From an optimization exercise on the open Yosys and OpenROAD flow, aimed at small area, a short achievable clock period and few clock cycles per item; shortcuts taken in it are not production practice. RTL that was checked went through simulation tests only; none was proved equivalent to the original. No activity file was given, so power comes from the tool's default toggle rates.

## the previous run
==> module max_sum_sliding_window, before the edit <==
module max_sum_sliding_window (
    input  logic              i_clk,
    input  logic              i_rst_n,
    input  logic              i_cfg_we,
    input  logic [8:0]        i_cfg_data,
    input  logic              i_in_valid,
    output logic              o_in_ready,
    input  logic [15:0]       i_in_sample,
    input  logic              i_in_last,
    output logic              o_res_valid,
    input  logic              i_res_ready,
    output logic [15:0]       o_res_best_start,
    output logic [23:0]       o_res_best_sum,
    output logic [1:0]        o_res_status
);
    localparam logic [1:0] ST_OK    = 2'd0;
    localparam logic [1:0] ST_SHORT = 2'd1;
    localparam logic [1:0] ST_LONG  = 2'd2;
    logic [7:0]  eff_wm2;
    logic [7:0]  r_ewm2;
    logic        r_ew1;        
    logic [7:0]  r_wm2;
    logic        r_w1;
    logic        r_ready;
    logic        r_mid;        
    logic [7:0]  r_gc;         
    logic        aligned;
    logic        acc;
    logic        take;
    logic [17:0] r_kc;         
    logic [24:0] r_part;       
    logic [15:0] last_sample;  
    logic [15:0] old_sample;
    logic        sub;
    logic        r_mab;        
    logic        r_mc;         
    logic        mid_nx;
    logic        w1_nx;
    logic        kcneg_nx;
    logic [24:0] p_a, p_b, p_c, p_s, p_cy, p_nxt;
    logic [25:0] d_a, d_b, d_c, d_s, d_cy;
    logic        r_s_valid;
    logic        r_s_set;      
    logic        r_s_cmp;      
    logic [24:0] r_sp;         
    logic        r_s_last;
    logic [23:0] r_best;
    logic [15:0] r_bidx;
    logic        s_upd;
    logic [1:0]  s_status;
    logic [23:0] s_sum;
    logic [25:0] s_diff;
    logic [23:0] n_best;
    logic [15:0] n_idx;
    logic        new_res;
    logic        r_oval;
    logic [23:0] r_osum;
    logic [1:0]  r_status;
    always_comb begin
        if (i_cfg_data <= 9'd1) begin
            eff_wm2 = 8'd0;
        end else if (i_cfg_data >= 9'd256) begin
            eff_wm2 = 8'd254;
        end else begin
            eff_wm2 = 8'(i_cfg_data - 9'd2);
        end
    end
    always_ff @(posedge i_clk) begin
        if (!i_rst_n) begin
            r_ewm2 <= 8'd0;
            r_ew1  <= 1'b1;
        end else if (i_cfg_we) begin
            r_ewm2 <= eff_wm2;
            r_ew1  <= (i_cfg_data <= 9'd1);
        end
    end
    always_ff @(posedge i_clk) begin
        if (!r_mid) begin
            r_wm2 <= r_ewm2;
            r_w1  <= r_ew1;
        end
    end
    assign acc     = i_in_valid && r_ready;
    assign take    = r_oval && i_res_ready;
    assign aligned = (r_gc == r_wm2);
    always_ff @(posedge i_clk) begin
        if (!i_rst_n) begin
            r_ready <= 1'b1;
            r_mid   <= 1'b0;
        end else begin
            r_ready <= (acc || !r_mid || aligned)
                    && !(acc && i_in_last) && !(r_s_valid && r_s_last)
                    && !(r_oval && !i_res_ready);
            if (acc) begin
                r_mid <= !i_in_last;
            end
        end
    end
    always_ff @(posedge i_clk) begin
        if (acc || aligned) begin
            r_gc <= 8'hFF;
        end else begin
            r_gc <= r_gc + 8'd1;
        end
    end
    msw_ring u_ring (
        .i_clk  (i_clk),
        .i_acc  (acc),
        .i_data (i_in_sample),
        .i_wm2  (r_wm2),
        .o_x    (last_sample),
        .o_old  (old_sample)
    );
    assign sub = r_mid && !r_kc[17];
    assign mid_nx   = acc ? !i_in_last : r_mid;
    assign w1_nx    = r_mid ? r_w1 : r_ew1;
    assign kcneg_nx = acc ? (r_mid ? (r_kc[17] && (r_kc != 18'h3FFFF)) : !r_ew1) : r_kc[17];
    always_ff @(posedge i_clk) begin
        if (!i_rst_n) begin
            r_mab <= 1'b0;
            r_mc  <= 1'b0;
        end else begin
            r_mab <= mid_nx && !w1_nx;
            r_mc  <= mid_nx && !w1_nx && !kcneg_nx;
        end
    end
    always_comb begin
        p_a   = r_mab ? r_part : 25'd0;
        p_b   = r_mab ? {{9{last_sample[15]}}, last_sample} : 25'd0;
        p_c   = r_mc ? ~{{9{old_sample[15]}}, old_sample} : 25'h1FFFFFF;
        p_s   = p_a ^ p_b ^ p_c;
        p_cy  = {(p_a[23:0] & p_b[23:0]) | (p_a[23:0] & p_c[23:0]) | (p_b[23:0] & p_c[23:0]), 1'b1};
        p_nxt = p_s + p_cy;
    end
    always_ff @(posedge i_clk) begin
        if (acc) begin
            r_part <= p_nxt;
            if (!r_mid) begin
                r_kc <= r_ew1 ? 18'd0 : {10'h3FF, ~r_ewm2};
            end else if (r_kc[17:16] != 2'b01) begin
                r_kc <= r_kc + 18'd1;
            end
        end
    end
    always_ff @(posedge i_clk) begin
        if (!i_rst_n) begin
            r_s_valid <= 1'b0;
            r_s_set   <= 1'b0;
            r_s_cmp   <= 1'b0;
        end else begin
            r_s_valid <= acc;
            r_s_set   <= acc && (r_mid ? (r_kc == 18'h3FFFF) : r_ew1);
            r_s_cmp   <= acc && r_mid && !r_kc[17];
        end
        r_sp <= p_nxt;
        r_s_last <= i_in_last;
    end
    always_comb begin
        s_sum  = 24'(r_sp + {{9{last_sample[15]}}, last_sample});
        d_a    = {r_sp[24], r_sp};
        d_b    = {{10{last_sample[15]}}, last_sample};
        d_c    = ~{{2{r_best[23]}}, r_best};
        d_s    = d_a ^ d_b ^ d_c;
        d_cy   = {(d_a[24:0] & d_b[24:0]) | (d_a[24:0] & d_c[24:0]) | (d_b[24:0] & d_c[24:0]), 1'b1};
        s_diff = d_s + d_cy;
        s_upd  = r_s_set || (r_s_cmp && !s_diff[25]);
        n_best = s_upd ? s_sum : r_best;
        n_idx  = s_upd ? r_kc[15:0] : r_bidx;
        if ((r_kc[17:16] == 2'b01)
            || (!r_w1 && (r_kc[17:8] == 10'h0FF) && (r_kc[7:0] >= ~r_wm2))) begin
            s_status = ST_LONG;
        end else if (r_kc[17]) begin
            s_status = ST_SHORT;
        end else begin
            s_status = ST_OK;
        end
        new_res = r_s_valid && r_s_last;
    end
    always_ff @(posedge i_clk) begin
        if (s_upd) begin
            r_best <= s_sum;
        end
    end
    always_ff @(posedge i_clk) begin
        if (new_res) begin
            r_status <= s_status;
            if (s_status == ST_OK) begin
                r_osum <= n_best;
                r_bidx <= n_idx;
            end else begin
                r_osum <= 24'd0;
                r_bidx <= 16'd0;
            end
        end else if (s_upd) begin
            r_bidx <= r_kc[15:0];
        end
    end
    always_ff @(posedge i_clk) begin
        if (!i_rst_n) begin
            r_oval <= 1'b0;
        end else begin
            r_oval <= new_res || (r_oval && !i_res_ready);
        end
    end
    assign o_in_ready       = r_ready;
    assign o_res_valid      = r_oval;
    assign o_res_best_start = r_bidx;
    assign o_res_best_sum   = r_osum;
    assign o_res_status     = r_status;
endmodule
==> flow/config.mk <==
export PLATFORM = sky130hd
export DESIGN_NAME = max_sum_sliding_window
export DESIGN_NICKNAME = max_sum_sliding_window
export VERILOG_FILES = /design/flow/design.v
export SDC_FILE = /design/flow/constraint.sdc
export NUM_CORES = 4
export LEC_CHECK = 0
export CAP_MARGIN = 20
export CORE_MARGIN = 2
export CORE_UTILIZATION = 65
export CTS_CLUSTER_DIAMETER = 80
export CTS_CLUSTER_SIZE = 28
export PLACE_DENSITY = 0.75
export SLEW_MARGIN = 20
==> flow/constraint.sdc <==
create_clock -name core_clock -period 10.0 [get_ports {i_clk}]
set_input_delay 2.0000 -clock core_clock [delete_from_list [all_inputs] [get_ports {i_clk}]]
set_output_delay 2.0000 -clock core_clock [all_outputs]
set_load 0.01 [all_outputs]
standard.sh (not shown) runs the stock make flow with config.mk's settings and CLKGATE_MAP_FILE= SYNTH_SCRIPT=/design/flow/synth_recipe.tcl, a recipe that flattens the netlist after the stock synthesis.
==> flow/flow/run.sh <==
#!/bin/bash
# Own layout flow: the standard ORFS flow (standard.sh, standard synthesis unchanged)
# with two changes to how the layout is optimised (constraints and clock period unchanged):
#  - ports are buffered with buf_4 cells instead of the default delay-cell buffer,
#  - timing repair aims at a setup slack margin, so it also speeds up paths that
#    already meet the period.
# The make output goes to standard_flow.log; ORFS keeps each tool's log under orfs/logs.
set -euo pipefail
export BUFFER_PORTS_ARGS="-buffer_cell sky130_fd_sc_hd__buf_4"
export SETUP_SLACK_MARGIN=6.8
bash standard.sh > standard_flow.log 2>&1
Input-level comparison between the current run and the previous run:
-- flow/design.v --
<<< the previous run, line 97
    logic [25:0] d_a, d_b, d_c, d_s, d_cy;
    logic        r_s_valid;
    logic        r_s_set;      
    logic        r_s_cmp;      
    logic [24:0] r_sp;         
    logic        r_s_last;
    logic [23:0] r_best;
    logic [15:0] r_bidx;
    logic        s_upd;
    logic [1:0]  s_status;
>>> the current run, line 97
    logic [25:0] d_a, d_b, d_c, d_s, d_cy;
    logic        r_s_valid;
    logic        r_s_last;
    logic [23:0] r_best;
    logic [15:0] r_bidx;
    logic        s_set;
    logic        s_upd;
    logic [1:0]  s_status;
<<< the previous run, line 202
        if (!i_rst_n) begin
            r_s_valid <= 1'b0;
            r_s_set   <= 1'b0;
            r_s_cmp   <= 1'b0;
        end else begin
            r_s_valid <= acc;
            r_s_set   <= acc && (r_mid ? (r_kc == 18'h3FFFF) : r_ew1);
            r_s_cmp   <= acc && r_mid && !r_kc[17];
        end
        r_sp <= p_nxt;
        r_s_last <= i_in_last;
    end
    always_comb begin
        s_sum  = 24'(r_sp + {{9{last_sample[15]}}, last_sample});
        d_a    = {r_sp[24], r_sp};
        d_b    = {{10{last_sample[15]}}, last_sample};
        d_c    = ~{{2{r_best[23]}}, r_best};
>>> the current run, line 200
        if (!i_rst_n) begin
            r_s_valid <= 1'b0;
        end else begin
            r_s_valid <= acc;
        end
        r_s_last <= i_in_last;
    end
    always_comb begin
        s_sum  = 24'(r_part + {{9{last_sample[15]}}, last_sample});
        d_a    = {r_part[24], r_part};
        d_b    = {{10{last_sample[15]}}, last_sample};
        d_c    = ~{{2{r_best[23]}}, r_best};
<<< the previous run, line 220
        d_cy   = {(d_a[24:0] & d_b[24:0]) | (d_a[24:0] & d_c[24:0]) | (d_b[24:0] & d_c[24:0]), 1'b1};
        s_diff = d_s + d_cy;
        s_upd  = r_s_set || (r_s_cmp && !s_diff[25]);
        n_best = s_upd ? s_sum : r_best;
        n_idx  = s_upd ? r_kc[15:0] : r_bidx;
>>> the current run, line 213
        d_cy   = {(d_a[24:0] & d_b[24:0]) | (d_a[24:0] & d_c[24:0]) | (d_b[24:0] & d_c[24:0]), 1'b1};
        s_diff = d_s + d_cy;
        s_set  = (r_kc == 18'd0);
        s_upd  = !r_kc[17] && (s_set || !s_diff[25]);
        n_best = s_upd ? s_sum : r_best;
        n_idx  = s_upd ? r_kc[15:0] : r_bidx;
<<< the previous run, line 234
    end
    always_ff @(posedge i_clk) begin
        if (s_upd) begin
            r_best <= s_sum;
        end
>>> the current run, line 228
    end
    always_ff @(posedge i_clk) begin
        if (r_s_valid && s_upd) begin
            r_best <= s_sum;
        end
<<< the previous run, line 248
                r_bidx <= 16'd0;
            end
        end else if (s_upd) begin
            r_bidx <= r_kc[15:0];
        end
>>> the current run, line 242
                r_bidx <= 16'd0;
            end
        end else if (r_s_valid && s_upd) begin
            r_bidx <= r_kc[15:0];
        end
Findings:
The current run | stages: all done | timing, DRC, antenna: all pass. The previous run: done, clean on timing, DRC and antenna. Slowest cell on the critical path: sky130_fd_sc_hd__fa_1 -> the previous run, sky130_fd_sc_hd__or4_4 -> the current run. The current run vs the previous run: final-layout fill cell count down by a few percent. Worst-margin pin slew for the current run: 28 ps down relative to the previous run. The previous run → the current run: highest cell delay on the worst timing path decreased by 40 ps relative to the old numbers, standby leakage power saw a decrease, final cycle utilization of the critical path fell by 0.39 points, count of clock buffers in the final design shrank by about 0.55%, first-iteration DRC count went up by about 10%. Per the comparison of the current run with the previous run, placeable core area now smaller; total standard cell area after synthesis now smaller.
Testbench counts of the current run, summed over its fixed seeds: cycles 59,560, items 59,080.
No functional check of the RTL was part of the previous run.

## port drivers added, routing unchanged
How much do the figures lean on ideal ports? The routed layouts below were timed once more, with nothing changed but the port constraints. Step 1 sets driving cells, clkbuf_16 on the clock port and buf_2 on the other inputs (assumed; they add their load-dependent delay and slew). Step 2 also shifts input and output timing later by t, the mid clock arrival at the registers, as if the neighbouring blocks saw the same clock. Three values: no drivers, after step 1, after step 2; two values: the first two.
run	t (ns)	setup WS [ns]	worst register clock-pin slew, ns	worst slew at a driven data input, ns	pins driven straight from the clock port
the previous run	0.907	6.383 / 6.383 / 6.196	0.11 / 0.11	0.14	1
the current run	0.880	6.422 / 6.422 / 6.142	0.11 / 0.11	0.09	1
After both steps setup and hold are still met in every run listed. For the current run, which loses most, drivers alone change the setup slack by 0.000 ns; drivers and shift together by -0.280 ns.
